This design comes from an exercise in tuning for small area, a short achievable clock period and few clock cycles per item on the open sky130 flow, not from production work.
Only simulation tests tie the RTL to the original design; equivalence was not proved.

==> design.v <==
package sw_pkg;
    typedef logic [1:0] base_t;
    localparam int RIDX_W = $clog2(16);
    localparam int QIDX_W = $clog2(24);
    localparam int HW = $clog2(2 * 16 + 1);
endpackage
`timescale 1ns/1ps
module sw_sequencer (
    input  logic       clk,
    input  logic       reset,
    input  logic       i_valid,
    output logic       o_start,    
    output logic       o_load,     
    output logic [5:0] o_cnt,      
    output logic       o_busy,     
    output logic       o_last,     
    output logic       o_finish
);
    localparam int LAST = 24 + 16 - 3;
    logic       busy;
    logic [5:0] cnt;
    logic       fin;
    assign o_start = i_valid && !busy;
    assign o_load  = o_start || (busy && cnt < 6'(24 - 1));
    assign o_cnt   = cnt;
    assign o_last  = (cnt == 6'(LAST));
    assign o_busy  = busy;
    assign o_finish = fin;
    always_ff @(posedge clk or posedge reset) begin
        if (reset) begin
            busy <= 1'b0;
            cnt  <= '0;
            fin  <= 1'b0;
        end else begin
            fin <= busy && (cnt == 6'(LAST));
            if (o_start) begin
                busy <= 1'b1;
                cnt  <= '0;
            end else if (busy) begin
                cnt <= cnt + 1'b1;
                if (cnt == 6'(LAST)) begin
                    busy <= 1'b0;
                end
            end
        end
    end
endmodule
`timescale 1ns/1ps
module sw_pe #(
    parameter int J = 1
) (
    input  logic       clk,
    input  logic       i_diag,      
    input  logic       i_first,     
    input  logic       i_cell,      
    input  logic [1:0] i_query,     
    input  logic [1:0] i_ref_pin,   
    input  logic [5:0] i_h_left,    
    input  logic       i_eq_left,   
    input  logic [5:0] i_best,      
    input  logic [5:0] i_best_m2,   
    output logic [1:0] o_cand,      
    output logic       o_row1,      
    output logic [1:0] o_query,
    output logic [5:0] o_h,
    output logic       o_eq
);
    localparam int WH = $clog2(2 * J + 1);       
    localparam int WS = WH + 1;                  
    function automatic logic [1:0] cmp(input logic [WS-1:0] a, input logic [WS-1:0] b);
        logic g;
        logic p;
        g = 1'b0;
        p = 1'b1;
        for (int k = 0; k < WS; k++) begin
            g = (a[k] & ~b[k]) | ((a[k] | ~b[k]) & g);
            p = p & (a[k] | ~b[k]);
        end
        cmp = {g, g | p};
    endfunction
    function automatic logic [WS-1:0] gapv(input logic [WS-1:0] h, input logic e);
        logic c;
        gapv[0] = h[0] ^ e;
        c = h[0] & e;
        for (int k = 1; k < WS; k++) begin
            gapv[k] = ~(h[k] ^ c);
            c = h[k] | c;
        end
    endfunction
    logic [1:0]    ref_q;
    logic [1:0]    query_q;
    logic [WH-1:0] dg_q;
    logic [WH-1:0] h_q;
    logic          eq_i_q;
    logic          eq_d_q;
    logic [1:0]    cand_q;
    logic [1:0]    ref_b;
    logic [WH-1:0] hd;
    logic [WH-1:0] dg_nxt;
    logic [WH-1:0] dg_p2;
    logic [WH-1:0] dg_m1;
    logic [WS-1:0] ival;
    logic [WS-1:0] dval;
    logic [WS-1:0] ival_b;
    logic [WS-1:0] dval_b;
    logic [WS-1:0] dg_b;
    logic [1:0]    c_ig;
    logic [1:0]    c_dg;
    logic [1:0]    c_id;
    logic          eq_i;
    logic          eq_d;
    logic [WS-1:0] h_nxt;
    assign ref_b  = i_first ? i_ref_pin : ref_q;
    assign hd     = (J == 1) ? '0 : WH'(i_h_left);
    assign dg_p2  = hd + 2'd2;
    assign dg_m1  = (hd == '0) ? '0 : hd - 1'b1;
    assign dg_nxt = match ? dg_p2 : dg_m1;
    function automatic logic ge6(input logic [5:0] a, input logic [5:0] b);
        logic r;
        r = 1'b1;
        for (int k = 0; k < 6; k++) begin
            r = (a[k] & ~b[k]) | ((a[k] | ~b[k]) & r);
        end
        ge6 = r;
    endfunction
    logic       match;
    logic       match_q;        
    logic       cand_ok;
    logic       row1_q;
    logic       hd_ge;
    logic [3:0] d_oh;
    logic [3:0] g_oh;
    logic [1:0] cand;
    assign match   = (i_query == ref_b);
    assign match_q = (i_query == ref_q);
    assign cand_ok = (J == 16) ? (!i_first && match_q) : match;
    assign hd_ge = ge6(6'(hd), i_best_m2);           
    assign d_oh  = 4'b0001 << hd[1:0];
    assign g_oh  = 4'b0001 << (i_best[1:0] ^ 2'b10);  
    always_comb begin
        cand = 2'd0;
        if (J == 1 && i_first) begin
            cand = match ? 2'd3 : 2'd0;
        end else if (i_diag && cand_ok && hd_ge) begin
            if (|(d_oh & g_oh))                          cand = 2'd1;
            else if (|(d_oh & {g_oh[2:0], g_oh[3]}))     cand = 2'd2;
            else                                         cand = 2'd3;
        end
    end
    always_ff @(posedge clk) begin
        if (i_first) begin
            ref_q <= i_ref_pin;
        end
        query_q <= i_query;
        dg_q    <= dg_nxt;
        cand_q  <= cand;
        row1_q  <= i_diag && i_first && match;
    end
    assign ival   = gapv((J == 1) ? '0 : WS'(i_h_left), (J == 1) ? 1'b0 : i_eq_left);
    assign dval   = gapv(WS'(h_q), eq_d_q);
    assign ival_b = {~ival[WS-1], ival[WS-2:0]};
    assign dval_b = {~dval[WS-1], dval[WS-2:0]};
    assign dg_b   = {1'b1, dg_q};
    assign c_ig   = cmp(ival_b, dg_b);
    assign c_dg   = cmp(dval_b, dg_b);
    assign c_id   = cmp(ival_b, dval_b);
    assign eq_i   = c_ig[0] && c_id[0];
    assign eq_d   = c_dg[0] && !c_id[1];
    assign h_nxt  = (!c_ig[0] && !c_dg[0]) ? WS'(dg_q) : (eq_i ? ival : dval);
    always_ff @(posedge clk) begin
        h_q    <= i_cell ? WH'(h_nxt) : '0;
        eq_i_q <= eq_i;
        eq_d_q <= eq_d;
    end
    assign o_query = query_q;
    assign o_h     = 6'(h_q);
    assign o_eq    = eq_i_q;
    assign o_cand  = (J == 16) ? cand : cand_q;
    assign o_row1  = row1_q;
endmodule
`timescale 1ns/1ps
module sw_pe_array (
    input  logic                              clk,
    input  logic                              reset,
    input  logic                              i_start,
    input  logic                              i_load,
    input  logic [1:0]                        i_query_base,
    input  logic [1:0]                        i_ref_base,
    input  logic [5:0]                        i_best,
    input  logic [5:0]                        i_best_m2,
    output logic [16-1:0][1:0]       o_cand,
    output logic                              o_row1      
);
    logic [16-1:0]      row1_c;
    assign o_row1 = row1_c[16-1];
    logic [16-1:0]      cell_q;    
    logic [16-1:0][1:0] query_c;
    logic [16-1:0][5:0] h_c;
    logic [16-1:0]      eq_c;
    for (genvar j = 0; j < 16; j++) begin : g_cell
        logic       diag_act;
        logic       first;
        logic [1:0] query;
        logic [5:0] h_left;
        logic       eq_left;
        if (j == 0) begin : g_head
            assign diag_act = i_load;
            assign first    = i_start;
            assign query    = i_query_base;
            assign h_left   = '0;
            assign eq_left  = 1'b0;
        end else begin : g_body
            assign diag_act = cell_q[j-1];
            assign first    = cell_q[j-1] && !cell_q[j];
            assign query    = query_c[j-1];
            assign h_left   = h_c[j-1];
            assign eq_left  = eq_c[j-1];
        end
        always_ff @(posedge clk or posedge reset) begin
            if (reset) begin
                cell_q[j]  <= 1'b0;
            end else begin
                cell_q[j]  <= diag_act;
            end
        end
        sw_pe #(.J(j + 1)) u_pe (
            .clk        (clk),
            .i_diag     (diag_act),
            .i_first    (first),
            .i_cell     (cell_q[j]),
            .i_query    (query),
            .i_ref_pin  (i_ref_base),
            .i_h_left   (h_left),
            .i_eq_left  (eq_left),
            .i_best     (i_best),
            .i_best_m2  (i_best_m2),
            .o_cand     (o_cand[j]),
            .o_row1     (row1_c[j]),
            .o_query    (query_c[j]),
            .o_h        (h_c[j]),
            .o_eq       (eq_c[j])
        );
    end
endmodule
`timescale 1ns/1ps
module sw_max_tracker (
    input  logic                          clk,
    input  logic                          i_clear,   
    input  logic [5:0]                    i_cnt,
    input  logic                          i_last,    
    input  logic [16-1:0][1:0]   i_cand,
    input  logic                          i_row1,    
    output logic [5:0]                    o_best,    
    output logic [5:0]                    o_best_m2,
    output logic [5:0]                    o_max,
    output logic [4:0]                    o_pos_ref,
    output logic [4:0]                    o_pos_query
);
    localparam int N = 16;
    logic [5:0]   g_q;        
    logic [2:0]   step_q;     
    logic [4:0]   col_q;      
    logic [5:0]   diag_q;     
    logic [4:0]   row_q;      
    logic [N-1:0] c2;
    logic [N-1:0] c1;
    logic [N-1:0] c0;
    logic [N-1:0] below;      
    logic [N-1:0] c0b;
    logic         any2;
    logic         any1;
    logic         any0;
    logic [4:0]   enc2;
    logic [4:0]   enc1;
    logic [4:0]   enc0;
    logic [5:0]   cnt2;
    logic [5:0]   cnt3;
    logic [5:0]   g_p1;
    logic [5:0]   g_p2;
    logic         take;
    logic [5:0]   g_nxt;
    logic [4:0]   col_nxt;
    function automatic logic [4:0] lowest(input logic [N-1:0] v);
        lowest = '0;
        for (int k = N - 1; k >= 0; k--) begin
            if (v[k]) begin
                lowest = 5'(k + 1);
            end
        end
    endfunction
    for (genvar k = 0; k < N - 1; k++) begin : g_cls
        logic p2;
        logic p1;
        logic p0;
        assign p2 = i_cand[k] == 2'd3;
        assign p1 = i_cand[k] == 2'd2;
        assign p0 = i_cand[k] == 2'd1;
        assign c2[k] = p2 & step_q[0];
        assign c1[k] = (p2 & step_q[1]) | (p1 & step_q[0]);
        assign c0[k] = (p2 & step_q[2]) | (p1 & step_q[1]) | (p0 & step_q[0]);
        assign below[k] = (5'(k + 1) < col_q);
    end
    logic x2;
    logic x1;
    assign x2         = i_row1 && (g_q == 6'd0);
    assign x1         = i_row1 && (g_q == 6'd1);
    assign c2[N-1]    = (i_cand[N-1] == 2'd3) || x2;
    assign c1[N-1]    = (i_cand[N-1] == 2'd2) || x1;
    assign c0[N-1]    = 1'b0;
    assign below[N-1] = 1'b0;
    assign c0b     = c0 & below;
    assign any2    = |c2;
    assign any1    = |c1;
    assign any0    = |c0b;
    assign enc2    = lowest(c2);
    assign enc1    = lowest(c1);
    assign enc0    = lowest(c0b);
    assign cnt2    = i_cnt + 6'd2;
    assign cnt3    = i_cnt + 6'd3;
    assign g_p1    = g_q + 6'd1;
    assign g_p2    = g_q + 6'd2;
    assign take    = any2 || any1 || any0;
    assign g_nxt   = any2 ? g_p2 : (any1 ? g_p1 : g_q);
    assign col_nxt = any2 ? enc2 : (any1 ? enc1 : enc0);
    always_ff @(posedge clk) begin
        if (i_clear) begin
            g_q    <= '0;
            step_q <= 3'b001;
            col_q  <= 5'd1;
            diag_q <= 6'd2;
        end else begin
            step_q <= any2 ? 3'b100 : (any1 ? 3'b010 : 3'b001);
            if (take) begin
                g_q    <= g_nxt;
                col_q  <= col_nxt;
                if (col_nxt == 5'(N)) begin
                    diag_q <= (any2 ? x2 : x1) ? 6'(N + 1) : cnt3;
                end else begin
                    diag_q <= cnt2;
                end
            end
        end
        if (i_last && take) begin
            row_q <= 5'(24);
        end else begin
            row_q <= diag_q[4:0] - col_q;
        end
    end
    assign o_best      = g_q;
    assign o_best_m2   = (g_q > 6'd2) ? g_q - 6'd2 : 6'd0;
    assign o_max       = g_q;
    assign o_pos_ref   = col_q;
    assign o_pos_query = row_q;
endmodule
`timescale 1ns/1ps
module sw_top (
    input  logic                                clk,
    input  logic                                reset,
    input  logic                                i_valid,
    input  sw_pkg::base_t                       i_ref_base,
    input  sw_pkg::base_t                       i_query_base,
    output logic                                o_finish,
    output logic [8-1:0]              o_max,
    output logic [sw_pkg::RIDX_W:0]             o_pos_ref,
    output logic [sw_pkg::QIDX_W:0]             o_pos_query
);
    logic                        start;
    logic                        load;
    logic [5:0]                  cnt;
    logic                        last;
    logic                        busy;
    logic [5:0]                  best_m2;
    logic [16-1:0][1:0] cand;
    logic                        row1;
    logic [5:0]                  best_s;
    logic [5:0]                  best_g;
    logic [4:0]                  best_j;
    logic [4:0]                  best_i;
    sw_sequencer u_sequencer (
        .clk      (clk),
        .reset    (reset),
        .i_valid  (i_valid),
        .o_start  (start),
        .o_load   (load),
        .o_cnt    (cnt),
        .o_busy   (busy),
        .o_last   (last),
        .o_finish (o_finish)
    );
    sw_pe_array u_pe_array (
        .clk          (clk),
        .reset        (reset),
        .i_start      (start),
        .i_load       (load),
        .i_query_base (i_query_base),
        .i_ref_base   (i_ref_base),
        .i_best       (best_g),
        .i_best_m2    (best_m2),
        .o_cand       (cand),
        .o_row1       (row1)
    );
    sw_max_tracker u_max_tracker (
        .clk         (clk),
        .i_clear     (start),
        .i_cnt       (cnt),
        .i_last      (last),
        .i_cand      (cand),
        .i_row1      (row1),
        .o_best      (best_g),
        .o_best_m2   (best_m2),
        .o_max       (best_s),
        .o_pos_ref   (best_j),
        .o_pos_query (best_i)
    );
    assign o_max       = 8'(best_s);
    assign o_pos_ref   = best_j;
    assign o_pos_query = {1'b0, best_i};
endmodule
==> run.sh <==
#!/bin/bash
# synth_recipe.tcl (not shown) runs the flow's synth.tcl, then flattens the netlist and writes it again
# the make line also repeats each setting of config.mk as NAME=value (left out here)
make -C /OpenROAD-flow-scripts/flow DESIGN_CONFIG=/design/flow/config.mk WORK_HOME=/design/flow/orfs CLKGATE_MAP_FILE= SYNTH_SCRIPT=/design/flow/synth_recipe.tcl finish
==> config.mk <==
export PLATFORM = sky130hd
export DESIGN_NAME = sw_top
export DESIGN_NICKNAME = sw_top
export VERILOG_FILES = /design/flow/design.v
export SDC_FILE = /design/flow/constraint.sdc
export NUM_CORES = 4
export LEC_CHECK = 0
export ABC_AREA = 1
export CAP_MARGIN = 20
export CORE_MARGIN = 2
export CORE_UTILIZATION = 40
export CTS_CLUSTER_DIAMETER = 90
export CTS_CLUSTER_SIZE = 60
export SETUP_SLACK_MARGIN = 4.6
export SLEW_MARGIN = 20
export TNS_END_PERCENT = 100
==> constraint.sdc <==
create_clock -name core_clock -period 7.5 [get_ports {clk}]
set_input_delay 1.5000 -clock core_clock [delete_from_list [all_inputs] [get_ports {clk}]]
set_output_delay 1.5000 -clock core_clock [all_outputs]
set_load 0.01 [all_outputs]
==> impl_metrics.yaml, run 1 <==
outcome:
  status: "no timing/DRC/antenna violations"
setup_path:
  ff2ff_path_depth: 18
  worst_path_max_delay_cell: "dfxtp_2"
  critical_path.cell_chain: "dlygate4sd2_1"
  max_stage_delay_ns: 0.47
  worstPathMaxFanout: 9
  critical-path-top-delay-family: "flip-flops"
  worstPathArrival_ns: 1.34
  r2r_end: "u_max_tracker.row_q[3]"
  endpoint_kind: "primary output"
  cp_num_buf_inv: 1
  cp-start-kind: "register"
  crit_type: "register to primary output"
  r2r-start: "u_max_tracker.g_q[0]"
  cp_data_required_time_ns: 6.00
  reg2reg_slack_ns: 4.71
floorplan:
  die_h_um: 227
  io_pins: 27
  fp-row-count: 81
  die_area_sq_mm: 0.0514
  die_w_um: 227
  start_util_pct: 40.6
  core_sq_mm: 0.0490
layout:
  nets: 3097
  layout-drive-gt1-share_pct: 9.14
  syn2layout_area_growth_pct: 13.0
  diodes: 0
logic_synthesis:
  ys.flop_type: "dfxtp_1"
  yosysSeqAreaShare_pct: 30.5
  synth-edff-count: 0
  yosysUniqueCellTypes: 58
  syn_area_sq_mm: 0.0199
  avgSynthCellArea_sq_um: 7.04
  postSynthCellCount: 2821
  async_flop_share_pct: 8.11
  yosysWarnings: 19
  synth_seq_cells: 296
timing:
  tightest_slew_ns: 0.868
  fmax_mhz: 352
  fin_crit_sh_pct: 37.9
  setup_viol: 0
  rsz0062_at_grt: "yes"
  final_max_slew_viol_count: 0
  skew_ns: 0.0235
  finalHoldViolations: 0
  finalCriticalPeriod_ns: 2.84
  tns_ns: 0
  slew_headroom_pct: 42.1
cts:
  cts.sinks: 296
  numCtsBuffers: 16
  clk_path_buf_depth: 3
  htreeDepth: 1
  worstSkewPairLatency_ns: 0.53
  cts_tree: "built"
  root_buffer: "clkbuf_16"
  ctsHoldBuffers: 0
  path_clk_slew_ns: 0.11
detailed_routing:
  dr_wl_met2_um: 24800
  top_layer: "met4"
  remaining_drc_errors: 0
  drt_wl_total_um: 54100
  vias_per_cell: 5.25
  ant_nets: 0
  routedWlPerCell_um: 15.2
  drt_iter0_markers: 1322
  dr.pass1.iters: 5
  met1Wirelength_um: 25800
  wl_met3_um: 2510
  via_count: 18656
global_route:
  grtUsageTotal_pct: 20.5
  antenna_found_initial: 0
  overflow: 0
  grt_start_max_net_pins: 35
  first_global_vias: 17272
  grt_pass1_wl_um: 86700
worst_hold_path:
  worstHoldStart: "u_pe_array.g_cell[0].u_pe.query_q[0]"
  hold_end: "u_pe_array.g_cell[1].u_pe.query_q[0]"
  hold_path_class: "register to register"
  holdPathStages: 0
flow_run:
  cap_violations: 0
placement:
  gp_congestion: 0.897
  dp_hpwl_um: 38100
  io_buffer_count: 23
==> metal layers <==
metal  global-route usage (%)  vias up
met5                        0        -
met4                     4.84        0
met3                     2.38       69
met2                     34.2      401
met1                     28.2     8676
li1                         -     9510
==> what timing repair did <==
item                                    in CTS  in global routing
cloned                                       1                  5
pin swaps                                    4                 21
gates resized for setup                     86                116
endpoints found under the setup margin     153                136
endpoints found under the hold margin        0                  0
setup buffers                               22                 49
==> cell families after synthesis <==
kind of cell,count (synthesis),share of synthesized area (%)
DFF,296,30.5
and+or+nand+nor,1005,21.2
adders and majority gates,220,13.8
other,1,0.0189
AOI/OAI and AO/OA,669,20.4
muxes,1,0.0567
buffers and inverters,548,10.5
xor gates and xnor gates,81,3.57
==> flip-flops by register name, indices dropped and copies added (netlist names) <==
register and flops:
u_pe_array.g_cell.u_pe.h_q 64, u_pe_array.g_cell.u_pe.dg_q 63, u_pe_array.g_cell.u_pe.ref_q 32, u_pe_array.g_cell.u_pe.cand_q 30
u_pe_array.g_cell.u_pe.query_q 30, u_pe_array.cell_q 16, u_pe_array.g_cell.u_pe.eq_d_q 15, u_pe_array.g_cell.u_pe.eq_i_q 13
u_max_tracker.g_q 6, u_sequencer.cnt 6, u_max_tracker.col_q 5, u_max_tracker.diag_q 5
u_max_tracker.row_q 5, u_max_tracker.step_q 3, u_pe_array.g_cell.u_pe.row1_q 1, u_sequencer.busy 1
u_sequencer.fin 1
==> cell usage after synthesis (3+ instances only) <==
cell | number | share of area [%]
maj3_1 | 8 | 0.40
o211ai_1 | 82 | 3.1
o21ai_1 | 7 | 0.18
dfrtp_1 | 24 | 3.0
nand3_1 | 151 | 3.8
or2_2 | 14 | 0.44
a311oi_1 | 3 | 0.13
a31oi_1 | 17 | 0.54
xor2_1 | 28 | 1.2
o211a_1 | 3 | 0.15
a221oi_1 | 3 | 0.13
o21ai_0 | 257 | 6.5
nand2_1 | 604 | 11
o2111ai_1 | 14 | 0.62
clkbuf_1 | 60 | 1.1
o31ai_1 | 12 | 0.45
o22ai_1 | 99 | 3.1
a22oi_1 | 4 | 0.15
a211oi_1 | 4 | 0.15
xnor2_1 | 53 | 2.3
inv_1 | 467 | 8.8
dfxtp_1 | 272 | 27
nor3_1 | 21 | 0.53
o221ai_1 | 26 | 1.1
nor2_1 | 169 | 3.2
and3_1 | 5 | 0.16
a22o_1 | 6 | 0.26
nor4_1 | 8 | 0.25
inv_2 | 10 | 0.19
buf_2 | 5 | 0.13
a21oi_1 | 103 | 2.6
o21bai_1 | 19 | 0.72
buf_4 | 3 | 0.11
nand4_1 | 15 | 0.47
nand2_2 | 3 | 0.095
ha_1 | 211 | 13
==> per-stage QoR <==
step	cells	cell area (sq um)	utilization, %	worst slack [ns]	hold WS, ns
floorplan	2823	19900	-	4.66	0.350
global placement	3447	20700	42.3	3.53	0.361
detailed placement	3447	20700	42.3	3.42	0.356
CTS	3498	21600	44.2	4.60	0.374
global route	3552	22400	45.8	4.54	0.378
finish	3552	22400	45.8	4.66	0.372
==> cells in the final DEF, fill, tap and decap left out, types with 82 or more instances in the layout <==
cell      count
nor2_1      166
nand3_1     150
a21oi_1     103
o211ai_1     82
dfxtp_1     238
nand2_1     584
inv_1       451
o22ai_1      98
o21ai_0     234
ha_1        197
==> worst max-delay path by stage <==
stage                                      from                                   to  slack (ns)  depth (start not counted)
6_report                   u_max_tracker.g_q[1]                             o_max[1]        4.66                          1
5_1_grt        u_pe_array.g_cell[8].u_pe.h_q[1]     u_pe_array.g_cell[8].u_pe.h_q[1]        4.54                         16
4_1_cts                  u_max_tracker.row_q[0]                       o_pos_query[0]        4.60                          1
3_5_place_dp                            i_valid  u_pe_array.g_cell[0].u_pe.cand_q[1]        3.42                         10
3_3_place_gp                            i_valid  u_pe_array.g_cell[0].u_pe.cand_q[0]        3.53                         10
2_1_floorplan                           i_valid  u_pe_array.g_cell[0].u_pe.cand_q[1]        4.66                          9
==> final cells by class <==
class                      instances  area [sq um]
clock inverter                    11           173
fill                            4842         26500
sequential                       296          6150
timing repair buffer             102           885
multi-input combinational       1983         12100
tap                              664           831
timing repair inverter             2          12.5
clock buffer                      17           425
inverter                         477          1850
==> worst register-to-register path, cell delays in order (launching register included) <==
cell     delay [ns]
dfxtp_4        0.37
inv_1          0.10
ha_1           0.25
buf_12         0.14
o21ai_4        0.17
buf_12         0.15
nand2_1        0.08
buf_8          0.19
o21ai_2        0.14
inv_2          0.03
nand2_1        0.06
nand2_1        0.08
nand3_2        0.12
nand3_4        0.14
nor2_8         0.20
nand2_8        0.11
nand2_2        0.13
inv_2          0.04
or2_1          0.19
Testbench counts, summed over its fixed seeds: cycles 12,480, runs 320.
==> run 2, diff against run 1 <==
--- a/config.mk
+++ b/config.mk
@@ -9,8 +9,8 @@
 export CAP_MARGIN = 20
 export CORE_MARGIN = 2
 export CORE_UTILIZATION = 40
-export CTS_CLUSTER_DIAMETER = 90
+export CTS_CLUSTER_DIAMETER = 70
 export CTS_CLUSTER_SIZE = 60
-export SETUP_SLACK_MARGIN = 4.6
+export SETUP_SLACK_MARGIN = 4.8
 export SLEW_MARGIN = 20
 export TNS_END_PERCENT = 100
==> impl_metrics.yaml, run 2 <==
logic_synthesis:
  async_flop_share_pct: 8.11
  synth_top_area_cell: "dfxtp_1"
  yosysSeqAreaShare_pct: 30.5
  ys_top_cells_by_area: "dfxtp_1 27%, ha_1 13%, nand2_1 11%"
  yosysWarnings: 19
  postSynthCellCount: 2821
  synth_seq_cells: 296
  synth-edff-count: 0
  avgSynthCellArea_sq_um: 7.04
  yosys.cell_count.top_type: "nand2_1"
  synthTopCellsByCount: "604 x nand2_1, 467 x inv_1, 272 x dfxtp_1"
  yosysUniqueCellTypes: 58
  syn_area_sq_mm: 0.0199
  ys.flop_type: "dfxtp_1"
  synth.top_cell.area_share_pct: 27.4
setup_path:
  cp-start-kind: "register"
  max_stage_delay_ns: 0.35
  endpoint_kind: "primary output"
  worstPathMaxFanout: 2
  worst_path_max_delay_cell: "dfxtp_4"
  cp_data_required_time_ns: 6.00
  critical_path.cell_chain: "buf_4, buf_2"
  worstPathArrival_ns: 1.22
  crit_type: "register to primary output"
timing:
  skew_ns: 0.0289
  tns_ns: 0
  final_max_slew_viol_count: 0
  rsz0062_at_grt: "yes"
  tightest_slew_ns: 0.846
  setup_viol: 0
  fmax_mhz: 368
  finalHoldViolations: 0
  finalCriticalPeriod_ns: 2.72
  slew_headroom_pct: 43.6
  fin_crit_sh_pct: 36.2
global_route:
  first_global_vias: 17132
  antenna_found_initial: 2
  grt_start_max_net_pins: 32
  overflow: 0
  grt_pass1_wl_um: 86500
  grtUsageTotal_pct: 20.6
worst_hold_path:
  hold_path_class: "register to register"
detailed_routing:
  vias_per_cell: 5.29
  via_count: 19004
  met1Wirelength_um: 25700
  drt_iter0_markers: 1562
  remaining_drc_errors: 0
  wl_met3_um: 3270
  top_layer: "met5"
  dr_wl_met2_um: 25300
  routedWlPerCell_um: 15.6
  ant_nets: 0
  dr.pass1.iters: 7
  drt_wl_total_um: 55900
floorplan:
  die_w_um: 227
  fp-row-count: 81
  die_h_um: 227
  core_sq_mm: 0.0490
  die_area_sq_mm: 0.0514
  start_util_pct: 40.6
  io_pins: 27
layout:
  final-seq-area_sq_mm: 0.00618
  utilization_pct: 47.7
  finalNonFillerCells: 3591
  final_common_cell: "nand2_1"
  reg.largest.list: "u_pe_array.g_cell.u_pe.h_q: 64 flops, u_pe_array.g_cell.u_pe.dg_q: 63 flops, u_pe_array.g_cell.u_pe.ref_q: 32 flops"
  largest-register: "u_pe_array.g_cell.u_pe.h_q"
  largest_reg_flops: 64
  layout-drive-gt1-share_pct: 13.0
  final_cell_mix: "578 x nand2_1, 434 x inv_1, 230 x dfxtp_1"
  nFillCells: 4752
  multiInputGateArea_sq_mm: 0.0125
  syn2layout_area_growth_pct: 17.6
  nets: 3124
placement:
  dp_hpwl_um: 37800
  dp_cells: 3444
  gp_congestion: 0.892
  io_buffer_count: 23
cts:
  path_clk_slew_ns: 0.09
  worstSkewPairLatency_ns: 0.60
  root_buffer: "clkbuf_16"
  clk_path_buf_depth: 3
  ctsHoldBuffers: 0
  cts.sinks: 296
  numCtsBuffers: 27
  htreeDepth: 1
  cts_tree: "built"
flow_run:
  cap_violations: 0
outcome:
  status: "no timing/DRC/antenna violations"
[run 2: area by class of cell]
cell class / instances / area share (%)
antenna: 1 / 0.0107
clock buffer: 28 / 2.95
clock inverter: 22 / 1.43
inverter: 477 / 7.93
multi-input combinational: 1986 / 53.4
sequential: 296 / 26.5
tap: 664 / 3.56
timing repair buffer: 115 / 4.16
timing repair inverter: 2 / 0.0536
[run 2: path summary, 6_finish.rpt]
path / start / end / slack (ns) / depth (start not counted)
hold / removal: u_pe_array.g_cell[10].u_pe.query_q[0] / u_pe_array.g_cell[11].u_pe.query_q[0] / 0.36 / 0
setup / recovery: u_max_tracker.g_q[1] / o_max[1] / 4.78 / 2
min in group asynchronous: reset / u_pe_array.cell_q[12] / 1.29 / 3
setup reg to reg: u_max_tracker.g_q[1] / u_max_tracker.col_q[2] / 4.78 / 17
max in group asynchronous: reset / u_pe_array.cell_q[11] / 5.89 / 3
hold reg to reg: u_pe_array.g_cell[10].u_pe.query_q[0] / u_pe_array.g_cell[11].u_pe.query_q[0] / 0.36 / 0
[run 2: per-layer routing]
| metal | track usage (%) | up-vias |
|---|---|---|
| li1 | - | 9599 |
| met1 | 28.3 | 8760 |
| met2 | 33.9 | 539 |
| met3 | 2.55 | 104 |
| met4 | 5.65 | 2 |
| met5 | 0 | - |
[run 2: worst max-delay path: cells and delay by family, from the launching register on]
family	cells	cell delay, ns
flops	1	0.35
buf+inv	2	0.28
[run 2: kinds of logic after synthesis]
logic type               synth area share, %
adder cells (fa/ha/maj)                 13.8
XOR/XNOR                                3.57
flip-flops                              30.5
multiplexers                          0.0567
other                                 0.0189
AND/OR/NAND/NOR                         21.2
AO/OA/AOI/OAI                           20.4
buffers and inverters                   10.5
[run 2: what timing repair did]
action	in CTS	in global routing
gates resized for setup	174	175
setup endpoints to repair	188	136
buffers inserted	40	45
gates cloned	4	7
pin swaps	16	45
[run 2: per-stage QoR]
step	cell area (sq um)	hold slack (ns)	worst slack [ns]
finish	23300	0.356	4.78
global route	23300	0.367	4.71
CTS	22300	0.352	4.74
detailed placement	20700	0.358	3.64
global placement	20700	0.362	3.79
floorplan	19900	0.350	4.81
==> run 3, diff against run 2 <==
--- a/design.v
+++ b/design.v
@@ -258,6 +258,10 @@
 );
     localparam int N = 16;
     logic [5:0]   g_q;        
+    logic [5:0]   gm2_q;      
+    logic [5:0]   g_m1;
+    logic [5:0]   g_m2;
+    logic [5:0]   gm2_nxt;
     logic [2:0]   step_q;     
     logic [4:0]   col_q;      
     logic [5:0]   diag_q;     
@@ -321,10 +325,14 @@
     assign g_p2    = g_q + 6'd2;
     assign take    = any2 || any1 || any0;
     assign g_nxt   = any2 ? g_p2 : (any1 ? g_p1 : g_q);
+    assign g_m1    = (g_q > 6'd1) ? g_q - 6'd1 : 6'd0;
+    assign g_m2    = (g_q > 6'd2) ? g_q - 6'd2 : 6'd0;
+    assign gm2_nxt = any2 ? g_q : (any1 ? g_m1 : g_m2);
     assign col_nxt = any2 ? enc2 : (any1 ? enc1 : enc0);
     always_ff @(posedge clk) begin
         if (i_clear) begin
             g_q    <= '0;
+            gm2_q  <= '0;
             step_q <= 3'b001;
             col_q  <= 5'd1;
             diag_q <= 6'd2;
@@ -332,6 +340,7 @@
             step_q <= any2 ? 3'b100 : (any1 ? 3'b010 : 3'b001);
             if (take) begin
                 g_q    <= g_nxt;
+                gm2_q  <= gm2_nxt;
                 col_q  <= col_nxt;
                 if (col_nxt == 5'(N)) begin
                     diag_q <= (any2 ? x2 : x1) ? 6'(N + 1) : cnt3;
@@ -347,7 +356,7 @@
         end
     end
     assign o_best      = g_q;
-    assign o_best_m2   = (g_q > 6'd2) ? g_q - 6'd2 : 6'd0;
+    assign o_best_m2   = gm2_q;
     assign o_max       = g_q;
     assign o_pos_ref   = col_q;
     assign o_pos_query = row_q;
==> config.mk (replaced) <==
export PLATFORM = sky130hd
export DESIGN_NAME = sw_top
export DESIGN_NICKNAME = sw_top
export VERILOG_FILES = /design/flow/design.v
export SDC_FILE = /design/flow/constraint.sdc
export NUM_CORES = 4
export LEC_CHECK = 0
export CAP_MARGIN = 20
export CORE_MARGIN = 2
export CORE_UTILIZATION = 40
export SETUP_SLACK_MARGIN = 4.5
export SLEW_MARGIN = 20
export TNS_END_PERCENT = 100
==> impl_metrics.yaml, run 3 <==
detailed_routing:
  via_count: 17604
  remaining_drc_errors: 0
  dr.pass1.iters: 8
  drt_iter0_markers: 1227
  drt_wl_total_um: 54000
  vias_per_cell: 5.68
  ant_nets: 0
  routedWlPerCell_um: 17.4
cts:
  cts_tree: "built"
  numCtsBuffers: 36
  cts.sinks: 302
  root_buffer: "clkbuf_16"
  clk_path_buf_depth: 3
  htreeDepth: 2
  path_clk_slew_ns: 0.06
  worstSkewPairLatency_ns: 0.54
  ctsHoldBuffers: 0
timing:
  slew_headroom_pct: 37.9
  tns_ns: 0
  fmax_mhz: 319
  worst_slack_ns: 4.36
  finalCriticalPeriod_ns: 3.14
  skew_ns: 0.0240
  rsz0062_at_grt: "yes"
  finalHoldViolations: 0
  fin_crit_sh_pct: 41.8
  tightest_slew_ns: 0.930
  final_max_slew_viol_count: 0
  setup_viol: 0
logic_synthesis:
  synth-edff-count: 0
  postSynthCellCount: 2322
  yosysSeqAreaShare_pct: 30.9
  yosysWarnings: 19
  ys.flop_type: "dfxtp_1"
  synth_top_area_cell: "dfxtp_1"
  async_flop_share_pct: 7.95
  syn_area_sq_mm: 0.0200
  ys_top_cells_by_area: "dfxtp_1 28%, ha_1 13%, a21oi_1 3.9%"
  yosys.cell_count.top_type: "dfxtp_1"
  avgSynthCellArea_sq_um: 8.59
  yosysUniqueCellTypes: 93
  synthTopCellsByCount: "278 x dfxtp_1, 212 x ha_1, 209 x nor2_1"
  synth_seq_cells: 302
  synth.top_cell.area_share_pct: 27.9
floorplan:
  start_util_pct: 40.7
  core_sq_mm: 0.0491
  die_area_sq_mm: 0.0517
  die_h_um: 227
  die_w_um: 227
  io_pins: 27
  fp-row-count: 81
layout:
  layout-drive-gt1-share_pct: 16.9
  reg.largest.list: "u_pe_array.g_cell.u_pe.h_q: 64 flops, u_pe_array.g_cell.u_pe.dg_q: 63 flops, u_pe_array.g_cell.u_pe.ref_q: 32 flops"
  syn2layout_area_growth_pct: 18.0
  largest_reg_flops: 64
  diodes: 0
  post-route-cell-area_sq_mm: 0.0236
  final_common_cell: "dfxtp_1"
  final_cell_mix: "235 x dfxtp_1, 204 x nor2_1, 196 x ha_1"
  nets: 2628
  largest-register: "u_pe_array.g_cell.u_pe.h_q"
  nFillCells: 4588
  finalNonFillerCells: 3100
outcome:
  status: "no timing/DRC/antenna violations"
global_route:
  overflow: 0
  top_usage_layer: "met2"
  first_global_vias: 16933
  met1_usage_pct: 26.6
  grt_pass1_wl_um: 87000
  grt_start_max_net_pins: 39
  antenna_found_initial: 0
  grt_util_met3_pct: 2.77
  grtUsageTotal_pct: 20.5
  met2_usage_pct: 36.1
setup_path:
  worstPathMaxFanout: 7
  cpMostUsedCell: "buf_6"
  cp-start-kind: "register"
  critical-path-top-delay-family: "simple AND/OR/NAND/NOR gates"
  worstPathArrival_ns: 3.54
  cp_num_buf_inv: 4
  worst_path_max_delay_cell: "or4_4"
  crit_type: "register to register"
  reg2reg_slack_ns: 4.36
  max_stage_delay_ns: 0.46
  cp_data_required_time_ns: 7.90
  endpoint_kind: "register"
  critical_path.cell_chain: "buf_6, ha_4, mux4_2, or4_4, or3_4, o211ai_4, buf_6, nor4b_4, buf_4, nand2b_4, buf_12, o221a_4, o21ai_1"
placement:
  dp_hpwl_um: 36500
  dp_slack_ns: 3.14
  gp_congestion: 0.862
  dp_cells: 2943
  io_buffer_count: 23
  placed_area_sq_mm: 0.0209
worst_hold_path:
  hold_path_class: "register to register"
flow_run:
  cap_violations: 0
run 3: cell count changes after synthesis, sizes merged, moves of 65 or more:
cell    before  now
maj3         8   83
o211ai      82   17
nand2      609  173
nand3      155   16
inv        477  179
nor2b        0   78
o21ai      265  138
run 3: logic make-up after synthesis:
| group | Yosys count | synth area share (%) |
|---|---|---|
| other | 1 | 0.0188 |
| flip-flops | 302 | 30.9 |
| adder cells (fa/ha/maj) | 296 | 17.6 |
| multiplexers | 114 | 6.65 |
| AND/OR/NAND/NOR | 649 | 16.0 |
| XOR/XNOR | 58 | 2.55 |
| buffers and inverters | 259 | 5.02 |
| AO/OA/AOI/OAI | 643 | 21.3 |
run 3: layer usage:
metal | wire (um) | vias up | part of all wire (%)
li1 | - | 8551 | -
met1 | 24300 | 8522 | 45
met2 | 26200 | 443 | 48
met3 | 2400 | 88 | 4.4
met4 | 1120 | 0 | 2.1
met5 | 0 | - | 0
run 3: metrics by stage:
step	util (%)	hold WS (ns)
finish	48.0	0.367
global route	48.0	0.377
CTS	46.7	0.366
detailed placement	42.6	0.358
global placement	42.6	0.362
floorplan	-	0.349
run 3: worst register-to-register path: cells and delay by family, from the launching register on:
kind / cells / cell delay, ns
mux: 1 / 0.44
simple gates: 4 / 1.04
flops: 1 / 0.37
buf+inv: 4 / 0.59
compound gates: 3 / 0.42
fa+ha+maj: 1 / 0.16
run 3: cell type report:
| type | count | area, sq um | share of cell area (%) |
|---|---|---|---|
| flip-flops and latches | 302 | 6300 | 26.8 |
| multi-input cells | 1765 | 13400 | 57.0 |
| clock buffers | 52 | 1060 | 4.52 |
| repair buffers | 122 | 1070 | 4.53 |
| well taps | 664 | 831 | 3.53 |
| clock inverters | 14 | 161 | 0.685 |
| inverters | 181 | 713 | 3.03 |
run 3: timing repair:
action | in CTS | in global routing
setup buffers | 50 | 37
pin swaps | 28 | 31
gates cloned | 3 | 1
hold endpoints to repair | 0 | 0
gates resized for setup | 127 | 87
endpoints found under the setup margin | 188 | 87
run 3: final timing paths:
check,startpoint,to,cells after the start
min,u_pe_array.g_cell[6].u_pe.query_q[1],u_pe_array.g_cell[7].u_pe.query_q[1],0
max,u_max_tracker.g_q[1],u_max_tracker.diag_q[1],13
min in group asynchronous,reset,u_pe_array.cell_q[9],3
max in group asynchronous,reset,u_pe_array.cell_q[3],3
max reg2reg,u_max_tracker.g_q[1],u_max_tracker.diag_q[1],13
min reg2reg,u_pe_array.g_cell[6].u_pe.query_q[1],u_pe_array.g_cell[7].u_pe.query_q[1],0
Testbench counts of run 3, summed over its fixed seeds: cycles 12,480, runs 320.
==> run 4, diff against run 3 <==
--- a/design.v
+++ b/design.v
@@ -59,6 +59,7 @@
     input  logic       i_eq_left,   
     input  logic [5:0] i_best,      
     input  logic [5:0] i_best_m2,   
+    input  logic [3:0] i_best_oh,   
     output logic [1:0] o_cand,      
     output logic       o_row1,      
     output logic [1:0] o_query,
@@ -136,7 +137,7 @@
     assign cand_ok = (J == 16) ? (!i_first && match_q) : match;
     assign hd_ge = ge6(6'(hd), i_best_m2);           
     assign d_oh  = 4'b0001 << hd[1:0];
-    assign g_oh  = 4'b0001 << (i_best[1:0] ^ 2'b10);  
+    assign g_oh  = i_best_oh;
     always_comb begin
         cand = 2'd0;
         if (J == 1 && i_first) begin
@@ -188,6 +189,7 @@
     input  logic [1:0]                        i_ref_base,
     input  logic [5:0]                        i_best,
     input  logic [5:0]                        i_best_m2,
+    input  logic [3:0]                        i_best_oh,
     output logic [16-1:0][1:0]       o_cand,
     output logic                              o_row1      
 );
@@ -234,6 +236,7 @@
             .i_eq_left  (eq_left),
             .i_best     (i_best),
             .i_best_m2  (i_best_m2),
+            .i_best_oh  (i_best_oh),
             .o_cand     (o_cand[j]),
             .o_row1     (row1_c[j]),
             .o_query    (query_c[j]),
@@ -252,6 +255,7 @@
     input  logic                          i_row1,    
     output logic [5:0]                    o_best,    
     output logic [5:0]                    o_best_m2,
+    output logic [3:0]                    o_best_oh,  
     output logic [5:0]                    o_max,
     output logic [4:0]                    o_pos_ref,
     output logic [4:0]                    o_pos_query
@@ -262,6 +266,8 @@
     logic [5:0]   g_m1;
     logic [5:0]   g_m2;
     logic [5:0]   gm2_nxt;
+    logic [3:0]   goh_q;      
+    logic         w16;        
     logic [2:0]   step_q;     
     logic [4:0]   col_q;      
     logic [5:0]   diag_q;     
@@ -328,11 +334,13 @@
     assign g_m1    = (g_q > 6'd1) ? g_q - 6'd1 : 6'd0;
     assign g_m2    = (g_q > 6'd2) ? g_q - 6'd2 : 6'd0;
     assign gm2_nxt = any2 ? g_q : (any1 ? g_m1 : g_m2);
+    assign w16     = any2 ? !(|c2[N-2:0]) : (any1 && !(|c1[N-2:0]));
     assign col_nxt = any2 ? enc2 : (any1 ? enc1 : enc0);
     always_ff @(posedge clk) begin
         if (i_clear) begin
             g_q    <= '0;
             gm2_q  <= '0;
+            goh_q  <= 4'b0100;
             step_q <= 3'b001;
             col_q  <= 5'd1;
             diag_q <= 6'd2;
@@ -341,8 +349,9 @@
             if (take) begin
                 g_q    <= g_nxt;
                 gm2_q  <= gm2_nxt;
+                goh_q  <= any2 ? {goh_q[1:0], goh_q[3:2]} : (any1 ? {goh_q[2:0], goh_q[3]} : goh_q);
                 col_q  <= col_nxt;
-                if (col_nxt == 5'(N)) begin
+                if (w16) begin
                     diag_q <= (any2 ? x2 : x1) ? 6'(N + 1) : cnt3;
                 end else begin
                     diag_q <= cnt2;
@@ -357,6 +366,7 @@
     end
     assign o_best      = g_q;
     assign o_best_m2   = gm2_q;
+    assign o_best_oh   = goh_q;
     assign o_max       = g_q;
     assign o_pos_ref   = col_q;
     assign o_pos_query = row_q;
@@ -379,6 +389,7 @@
     logic                        last;
     logic                        busy;
     logic [5:0]                  best_m2;
+    logic [3:0]                  best_oh;
     logic [16-1:0][1:0] cand;
     logic                        row1;
     logic [5:0]                  best_s;
@@ -405,6 +416,7 @@
         .i_ref_base   (i_ref_base),
         .i_best       (best_g),
         .i_best_m2    (best_m2),
+        .i_best_oh    (best_oh),
         .o_cand       (cand),
         .o_row1       (row1)
     );
@@ -417,6 +429,7 @@
         .i_row1      (row1),
         .o_best      (best_g),
         .o_best_m2   (best_m2),
+        .o_best_oh   (best_oh),
         .o_max       (best_s),
         .o_pos_ref   (best_j),
         .o_pos_query (best_i)
--- a/config.mk
+++ b/config.mk
@@ -5,9 +5,12 @@
 export SDC_FILE = /design/flow/constraint.sdc
 export NUM_CORES = 4
 export LEC_CHECK = 0
+export ABC_AREA = 1
 export CAP_MARGIN = 20
 export CORE_MARGIN = 2
 export CORE_UTILIZATION = 40
+export CTS_CLUSTER_DIAMETER = 80
+export CTS_CLUSTER_SIZE = 60
 export SETUP_SLACK_MARGIN = 4.5
 export SLEW_MARGIN = 20
 export TNS_END_PERCENT = 100
==> impl_metrics.yaml, run 4 <==
cts:
  numCtsBuffers: 22
  worstSkewPairLatency_ns: 0.59
  ctsHoldBuffers: 0
  clk_path_buf_depth: 3
  cts_tree: "built"
  cts.sinks: 306
  htreeDepth: 1
  root_buffer: "clkbuf_16"
  path_clk_slew_ns: 0.12
logic_synthesis:
  postSynthCellCount: 2856
  yosysWarnings: 19
  syn_area_sq_mm: 0.0203
  synth_seq_cells: 306
  yosysUniqueCellTypes: 64
  synth-edff-count: 0
  avgSynthCellArea_sq_um: 7.11
  synth_top_area_cell: "dfxtp_1"
  ys.flop_type: "dfxtp_1"
  synthTopCellsByCount: "601 x nand2_1, 468 x inv_1, 282 x dfxtp_1"
  async_flop_share_pct: 7.84
  synth.top_cell.area_share_pct: 27.8
  yosys.cell_count.top_type: "nand2_1"
  yosysSeqAreaShare_pct: 30.8
  ys_top_cells_by_area: "dfxtp_1 28%, ha_1 13%, nand2_1 11%"
timing:
  slew_headroom_pct: 54.7
  final_max_slew_viol_count: 0
  rsz0062_at_grt: "yes"
  worst_slack_ns: 4.56
  finalHoldViolations: 0
  skew_ns: 0.0528
  finalCriticalPeriod_ns: 2.94
  fmax_mhz: 340
  tns_ns: 0
  setup_viol: 0
  fin_crit_sh_pct: 39.2
  tightest_slew_ns: 0.679
floorplan:
  start_util_pct: 40.5
  die_area_sq_mm: 0.0526
  die_h_um: 229
  io_pins: 27
  core_sq_mm: 0.0502
  fp-row-count: 82
  die_w_um: 229
setup_path:
  r2r_end: "u_pe_array.g_cell[10].u_pe.h_q[4]"
  ff2ff_path_depth: 16
  crit_type: "register to primary output"
  critPathLaunch: "u_sequencer.fin"
  endpoint_kind: "primary output"
  worstPathMaxFanout: 1
  worstPathArrival_ns: 1.44
  cp_data_required_time_ns: 6.00
  critical-path-top-delay-family: "buffers and inverters"
  cp-start-kind: "register"
  max_stage_delay_ns: 0.52
  cp_num_buf_inv: 1
  critical_path.cell_chain: "clkdlybuf4s50_1"
  worst_path_max_delay_cell: "clkdlybuf4s50_1"
  r2r-start: "u_pe_array.g_cell[9].u_pe.h_q[1]"
  cp.depth: 1
  worstSetupEndpoint: "o_finish"
  reg2reg_slack_ns: 4.67
layout:
  final_cell_mix: "595 x nand2_1, 455 x inv_1, 248 x dfxtp_1"
  finalNonFillerCells: 3582
  final_common_cell: "nand2_1"
  post-route-cell-area_sq_mm: 0.0226
  final-seq-area_sq_mm: 0.00634
  syn2layout_area_growth_pct: 11.4
  largest-register: "u_pe_array.g_cell.u_pe.h_q"
  multiInputGateArea_sq_mm: 0.0120
  nFillCells: 5001
  reg.largest.list: "u_pe_array.g_cell.u_pe.h_q: 64 flops, u_pe_array.g_cell.u_pe.dg_q: 63 flops, u_pe_array.g_cell.u_pe.ref_q: 32 flops"
  nets: 3113
  utilization_pct: 45.1
  largest_reg_flops: 64
  layout-drive-gt1-share_pct: 7.11
  diodes: 0
detailed_routing:
  via_count: 19123
  vias_per_cell: 5.34
  routedWlPerCell_um: 15.5
  drt_iter0_markers: 1256
  ant_nets: 0
  drt_wl_total_um: 55700
  dr.pass1.iters: 6
  remaining_drc_errors: 0
worst_hold_path:
  holdPathStages: 0
  hold_path_class: "register to register"
global_route:
  grt_start_max_net_pins: 35
  grt_pass1_wl_um: 90100
  grtUsageTotal_pct: 20.6
  overflow: 0
  first_global_vias: 17863
  antenna_found_initial: 1
placement:
  io_buffer_count: 23
  dp_cells: 3498
  gp_congestion: 0.915
  placed_area_sq_mm: 0.0212
  dp_hpwl_um: 40000
  dp_slack_ns: 3.74
flow_run:
  cap_violations: 0
outcome:
  status: "no timing/DRC/antenna violations"
run 4: worst min path at each step:
stage	from	endpoint	slack [ns]
after global routing	u_pe_array.g_cell[6].u_pe.query_q[1]	u_pe_array.g_cell[7].u_pe.query_q[1]	0.34
after detailed placement	u_pe_array.g_cell[9].u_pe.query_q[1]	u_pe_array.g_cell[10].u_pe.query_q[1]	0.36
after CTS	u_pe_array.g_cell[6].u_pe.query_q[1]	u_pe_array.g_cell[7].u_pe.query_q[1]	0.35
after global placement	u_pe_array.g_cell[11].u_pe.query_q[0]	u_pe_array.g_cell[12].u_pe.query_q[0]	0.36
after floorplan	u_pe_array.cell_q[13]	u_pe_array.cell_q[14]	0.35
final	u_pe_array.g_cell[6].u_pe.query_q[1]	u_pe_array.g_cell[7].u_pe.query_q[1]	0.36
run 4: through the flow:
step                hold WS, ns
floorplan                 0.349
global placement          0.362
detailed placement        0.359
CTS                       0.352
global route              0.343
finish                    0.357
run 4: metal layers:
layer	part of all wire (%)	up-vias	track usage (%)
met1	48	8929	28.7
met2	45	486	34.0
met5	0	-	0
met3	4.9	85	1.93
met4	2.2	0	5.54
li1	-	9623	-
run 4: logic make-up after synthesis:
logic type,share of synthesized area [%]
AO/OA/AOI/OAI,21.2
XOR/XNOR,3.71
adder cells (fa/ha/maj),13.3
buffers and inverters,10.5
flip-flops,30.8
other,0.0185
AND/OR/NAND/NOR,20.5
run 4: layout make-up:
cell class              instances  share of cell area, %
multi-input cells            2005                   53.0
flip-flops and latches        306                   28.0
inverters                     480                   8.18
well taps                     672                   3.72
repair buffers                 78                   2.97
clock buffers                  23                   2.50
clock inverters                17                   1.62
repair inverters                1                 0.0221
run 4: timing repair:
item	4_1_cts	5_1_grt
endpoints found under the setup margin	108	115
gates resized for setup	43	67
setup buffers	8	34
gates cloned	1	1
pin swaps	0	7
Testbench counts of run 4, summed over its fixed seeds: cycles 12,480, runs 320.
==> run 5, diff against run 4 <==
--- a/config.mk
+++ b/config.mk
@@ -11,6 +11,6 @@
 export CORE_UTILIZATION = 40
 export CTS_CLUSTER_DIAMETER = 80
 export CTS_CLUSTER_SIZE = 60
-export SETUP_SLACK_MARGIN = 4.5
+export SETUP_SLACK_MARGIN = 4.75
 export SLEW_MARGIN = 20
 export TNS_END_PERCENT = 100
==> impl_metrics.yaml, run 5 <==
floorplan:
  die_w_um: 229
  start_util_pct: 40.5
  fp-row-count: 82
  die_area_sq_mm: 0.0526
  core_sq_mm: 0.0502
  io_pins: 27
  die_h_um: 229
cts:
  clk_path_buf_depth: 3
  ctsHoldBuffers: 0
  numCtsBuffers: 22
  root_buffer: "clkbuf_16"
  htreeDepth: 1
  cts_tree: "built"
  path_clk_slew_ns: 0.10
  cts.sinks: 306
  worstSkewPairLatency_ns: 0.57
global_route:
  antenna_found_initial: 0
  overflow: 0
  first_global_vias: 17961
  grt_start_max_net_pins: 29
  grtUsageTotal_pct: 20.7
  grt_pass1_wl_um: 90700
logic_synthesis:
  synthTopCellsByCount: "601 x nand2_1, 468 x inv_1, 282 x dfxtp_1"
  yosysUniqueCellTypes: 64
  ys.flop_type: "dfxtp_1"
  syn_area_sq_mm: 0.0203
  synth-edff-count: 0
  yosysSeqAreaShare_pct: 30.8
  yosys.cell_count.top_type: "nand2_1"
  avgSynthCellArea_sq_um: 7.11
  async_flop_share_pct: 7.84
  yosysWarnings: 19
  synth.top_cell.area_share_pct: 27.8
  postSynthCellCount: 2856
  synth_top_area_cell: "dfxtp_1"
  ys_top_cells_by_area: "dfxtp_1 28%, ha_1 13%, nand2_1 11%"
  synth_seq_cells: 306
layout:
  final_common_cell: "nand2_1"
  layout-drive-gt1-share_pct: 11.3
  nets: 3163
  syn2layout_area_growth_pct: 14.9
  final-seq-area_sq_mm: 0.00638
  largest_reg_flops: 64
  largest-register: "u_pe_array.g_cell.u_pe.h_q"
  multiInputGateArea_sq_mm: 0.0124
  diodes: 0
  nFillCells: 4953
  final_cell_mix: "585 x nand2_1, 439 x inv_1, 239 x dfxtp_1"
  reg.largest.list: "u_pe_array.g_cell.u_pe.h_q: 64 flops, u_pe_array.g_cell.u_pe.dg_q: 63 flops, u_pe_array.g_cell.u_pe.ref_q: 32 flops"
  utilization_pct: 46.5
detailed_routing:
  drt_iter0_markers: 1519
  via_count: 19351
  ant_nets: 0
  dr.pass1.iters: 6
  routedWlPerCell_um: 15.5
  drt_wl_total_um: 56400
  remaining_drc_errors: 0
  vias_per_cell: 5.33
timing:
  fin_crit_sh_pct: 36.1
  tns_ns: 0
  slew_headroom_pct: 50.6
  rsz0062_at_grt: "yes"
  setup_viol: 0
  final_max_slew_viol_count: 0
  fmax_mhz: 370
  finalHoldViolations: 0
  tightest_slew_ns: 0.738
  finalCriticalPeriod_ns: 2.70
  skew_ns: 0.0285
setup_path:
  cp_num_buf_inv: 1
  worstSetupEndpoint: "o_max[2]"
  critPathLaunch: "u_max_tracker.g_q[2]"
  ff2ff_path_depth: 15
  crit_type: "register to primary output"
  critical-path-top-delay-family: "flip-flops"
  r2r-start: "u_pe_array.g_cell[12].u_pe.h_q[1]"
  r2r_end: "u_pe_array.g_cell[12].u_pe.h_q[4]"
  cp_data_required_time_ns: 6.00
  endpoint_kind: "primary output"
  critical_path.cell_chain: "clkdlybuf4s15_2"
  worstPathArrival_ns: 1.20
  cp.depth: 1
  max_stage_delay_ns: 0.41
  cp-start-kind: "register"
  worst_path_max_delay_cell: "dfxtp_4"
  worstPathMaxFanout: 9
  reg2reg_slack_ns: 4.82
worst_hold_path:
  holdPathStages: 0
  hold_path_class: "register to register"
placement:
  gp_congestion: 0.891
  io_buffer_count: 23
  dp_hpwl_um: 39200
flow_run:
  cap_violations: 0
outcome:
  status: "no timing/DRC/antenna violations"
## run 5: cell counts after synthesis
Identical to the previous run, type by type.
## run 5: final cells by class
type,count,area share (%)
multi-input combinational,2009,53.0
sequential,306,27.4
inverter,480,8.06
timing repair buffer,123,4.34
tap,672,3.61
clock buffer,24,2.53
clock inverter,16,1.01
timing repair inverter,2,0.0644
## run 5: what timing repair did
item	CTS	global route
pin swaps	7	27
buffers inserted	25	61
gates resized for setup	113	137
gates cloned	3	4
setup endpoints to repair	203	138
## run 5: metrics by stage
stage               std cells  area (sq um)  worst slack (ns)  hold WS (ns)
detailed placement       3499         21200              3.18         0.359
global placement         3499         21200              3.26         0.363
finish                   3632         23300              4.80         0.360
floorplan                2858         20300              4.83         0.349
global route             3632         23300              4.63         0.361
CTS                      3567         22400              4.75         0.365
## run 5: cell families (layout without fill, tap and decap cells)
kind of cell	after synthesis	count (layout)	share of synthesized area [%]
flops	306	306	30.8
xor+xnor	86	86	3.71
fa+ha+maj	216	216	13.3
simple gates	994	999	20.5
buf+inv	548	645	10.5
other cells	1	3	0.0185
compound gates	705	705	21.2
## run 5: worst min-delay path by stage
stage                                       endpoint                             startpoint  slack (ns)
3_3_place_gp   u_pe_array.g_cell[12].u_pe.query_q[0]  u_pe_array.g_cell[11].u_pe.query_q[0]        0.36
5_1_grt         u_pe_array.g_cell[9].u_pe.query_q[0]   u_pe_array.g_cell[8].u_pe.query_q[0]        0.36
4_1_cts         u_pe_array.g_cell[9].u_pe.query_q[0]   u_pe_array.g_cell[8].u_pe.query_q[0]        0.36
6_report        u_pe_array.g_cell[9].u_pe.query_q[0]   u_pe_array.g_cell[8].u_pe.query_q[0]        0.36
2_1_floorplan                  u_pe_array.cell_q[14]                  u_pe_array.cell_q[13]        0.35
3_5_place_dp    u_pe_array.g_cell[6].u_pe.query_q[1]   u_pe_array.g_cell[5].u_pe.query_q[1]        0.36
## run 5: layer usage
layer	vias up	global-route usage [%]	part of all wire, %	routed length (um)
met4	0	5.32	2.4	1330
met5	-	0	0	0
met1	8975	28.5	47	26600
met3	83	2.35	4.8	2710
li1	9743	-	-	-
met2	550	34.2	46	25700
==> run 6, diff against run 5 <==
--- a/config.mk
+++ b/config.mk
@@ -11,6 +11,6 @@
 export CORE_UTILIZATION = 40
 export CTS_CLUSTER_DIAMETER = 80
 export CTS_CLUSTER_SIZE = 60
-export SETUP_SLACK_MARGIN = 4.75
+export SETUP_SLACK_MARGIN = 4.6
 export SLEW_MARGIN = 20
 export TNS_END_PERCENT = 100
==> impl_metrics.yaml, run 6 <==
outcome:
  status: "no timing/DRC/antenna violations"
setup_path:
  worstPathArrival_ns: 3.32
  cp-start-kind: "input port"
  endpoint_kind: "register"
  cp_data_required_time_ns: 7.99
  worstPathMaxFanout: 13
  reg2reg_slack_ns: 4.76
  crit_type: "input port to register"
floorplan:
  core_sq_mm: 0.0502
  fp-row-count: 82
  die_area_sq_mm: 0.0526
  io_pins: 27
  die_h_um: 229
  start_util_pct: 40.5
  die_w_um: 229
flow_run:
  cap_violations: 0
logic_synthesis:
  synth-edff-count: 0
  yosysWarnings: 19
  synth.top_cell.area_share_pct: 27.8
  async_flop_share_pct: 7.84
  avgSynthCellArea_sq_um: 7.11
  synthTopCellsByCount: "601 x nand2_1, 468 x inv_1, 282 x dfxtp_1"
  ys_top_cells_by_area: "dfxtp_1 28%, ha_1 13%, nand2_1 11%"
  postSynthCellCount: 2856
  yosys.cell_count.top_type: "nand2_1"
  yosysSeqAreaShare_pct: 30.8
  syn_area_sq_mm: 0.0203
  synth_top_area_cell: "dfxtp_1"
  yosysUniqueCellTypes: 64
  ys.flop_type: "dfxtp_1"
  synth_seq_cells: 306
layout:
  final_common_cell: "nand2_1"
  syn2layout_area_growth_pct: 13.2
  layout-drive-gt1-share_pct: 8.92
  nets: 3141
  reg.largest.list: "u_pe_array.g_cell.u_pe.h_q: 64 flops, u_pe_array.g_cell.u_pe.dg_q: 63 flops, u_pe_array.g_cell.u_pe.ref_q: 32 flops"
  largest-register: "u_pe_array.g_cell.u_pe.h_q"
  largest_reg_flops: 64
  final_cell_mix: "590 x nand2_1, 450 x inv_1, 243 x dfxtp_1"
  diodes: 0
placement:
  dp_slack_ns: 3.74
  dp_hpwl_um: 40000
  gp_congestion: 0.915
  io_buffer_count: 23
global_route:
  grtUsageTotal_pct: 20.6
  antenna_found_initial: 1
  first_global_vias: 17888
  overflow: 0
  grt_pass1_wl_um: 90200
  grt_start_max_net_pins: 35
timing:
  final_max_slew_viol_count: 0
  tightest_slew_ns: 0.697
  slew_headroom_pct: 53.4
  fmax_mhz: 353
  finalCriticalPeriod_ns: 2.83
  rsz0062_at_grt: "yes"
  worst_slack_ns: 4.67
  fin_crit_sh_pct: 37.7
  tns_ns: 0
  skew_ns: 0.0552
  finalHoldViolations: 0
  setup_viol: 0
cts:
  cts.sinks: 306
  cts_tree: "built"
  numCtsBuffers: 22
  path_clk_slew_ns: 0.11
  worstSkewPairLatency_ns: 0.59
  clk_path_buf_depth: 3
  root_buffer: "clkbuf_16"
  htreeDepth: 1
detailed_routing:
  drt_wl_total_um: 56100
  vias_per_cell: 5.35
  dr.pass1.iters: 5
  routedWlPerCell_um: 15.5
  drt_iter0_markers: 1212
  via_count: 19299
  remaining_drc_errors: 0
  ant_nets: 0
worst_hold_path:
  hold_path_class: "register to register"
run 6: cell counts after synthesis:
Identical to the previous run, type by type.
run 6: metal layers:
metal / global-route usage, % / share of wire [%]
met5: 0 / 0
met4: 5.58 / 2.3
met3: 1.94 / 5.2
met2: 34.0 / 45
met1: 28.7 / 48
run 6: logic make-up after synthesis:
group,after synthesis,synth area share [%]
AO/OA/AOI/OAI,705,21.2
XOR/XNOR,86,3.71
adder cells (fa/ha/maj),216,13.3
buffers and inverters,548,10.5
flip-flops,306,30.8
other,1,0.0185
AND/OR/NAND/NOR,994,20.5
run 6: through the flow:
| stage | area (sq um) | hold WS, ns | util (%) | cells |
|---|---|---|---|---|
| detailed placement | 21200 | 0.359 | 42.2 | 3498 |
| global placement | 21200 | 0.362 | 42.2 | 3498 |
| global route | 23000 | 0.342 | 45.8 | 3610 |
| finish | 23000 | 0.354 | 45.8 | 3610 |
| CTS | 22300 | 0.352 | 44.4 | 3550 |
| floorplan | 20300 | 0.349 | - | 2858 |
run 6: path summary, 6_finish.rpt:
check,cells after the start,to,start
setup / recovery,9,u_pe_array.g_cell[5].u_pe.cand_q[0],i_ref_base[1]
max in group asynchronous,3,u_pe_array.cell_q[3],reset
setup reg to reg,15,u_pe_array.g_cell[12].u_pe.h_q[3],u_pe_array.g_cell[11].u_pe.h_q[1]
hold reg to reg,0,u_pe_array.g_cell[7].u_pe.query_q[0],u_pe_array.g_cell[6].u_pe.query_q[0]
hold / removal,0,u_pe_array.g_cell[7].u_pe.query_q[0],u_pe_array.g_cell[6].u_pe.query_q[0]
min in group asynchronous,3,u_pe_array.cell_q[7],reset
run 6: critical path, cell delays in order:
cell and delay [ns]:
clkdlybuf4s50_1 0.55, clkinvlp_4 0.13, buf_12 0.16, o21ai_0 0.27, xnor2_1 0.16, nand2_1 0.16
inv_1 0.14, nand4_1 0.12, nor2_1 0.13
run 6: area by class of cell:
cell class	count	area [sq um]
Timing Repair inverter	1	5.00
Tap cell	672	841
Sequential cell	306	6370
Fill cell	5003	27200
Clock buffer	23	564
Clock inverter	17	365
Inverter	480	1870
Multi-Input combinational cell	2008	12100
Timing Repair Buffer	103	845
run 6: repair_timing:
action,CTS,global route
gates cloned,1,4
setup endpoints to repair,164,141
pin swaps,1,14
buffers inserted,11,56
hold buffers,0,0
gates resized for setup,67,105

## what the ideal ports hide
In the flow no input, the clock included, has a driving cell. The finished layouts below were timed again as built, in two steps.
Step 1 assumes that a clkbuf_16 drives the clock port and a buf_2 every other input.
Step 2 adds t to the input delays and takes it off the output delays; t is the mean of the earliest and latest rising clock arrival at the registers after step 1. Input paths then give back, and output paths get back, about the clock's delay inside the block.
Three values: ideal, step 1, step 2; two values: the first two.
run | t (ns) | setup slack, ns | worst setup path at the end
run 1 | 0.579 | 4.657 / 4.600 / 4.145 | input to register
run 2 | 0.640 | 4.782 / 4.724 / 4.243 | input to register
run 3 | 0.579 | 4.364 / 4.362 / 4.047 | input to register
run 4 | 0.616 | 4.562 / 4.507 / 3.997 | input to register
run 5 | 0.612 | 4.795 / 4.741 / 4.279 | input to register
run 6 | 0.619 | 4.670 / 4.654 / 4.084 | input to register
After both steps every run listed still meets setup and hold. The setup slack of run 6, which loses most, moves by -0.016 ns with the drivers and by -0.586 ns with both steps.
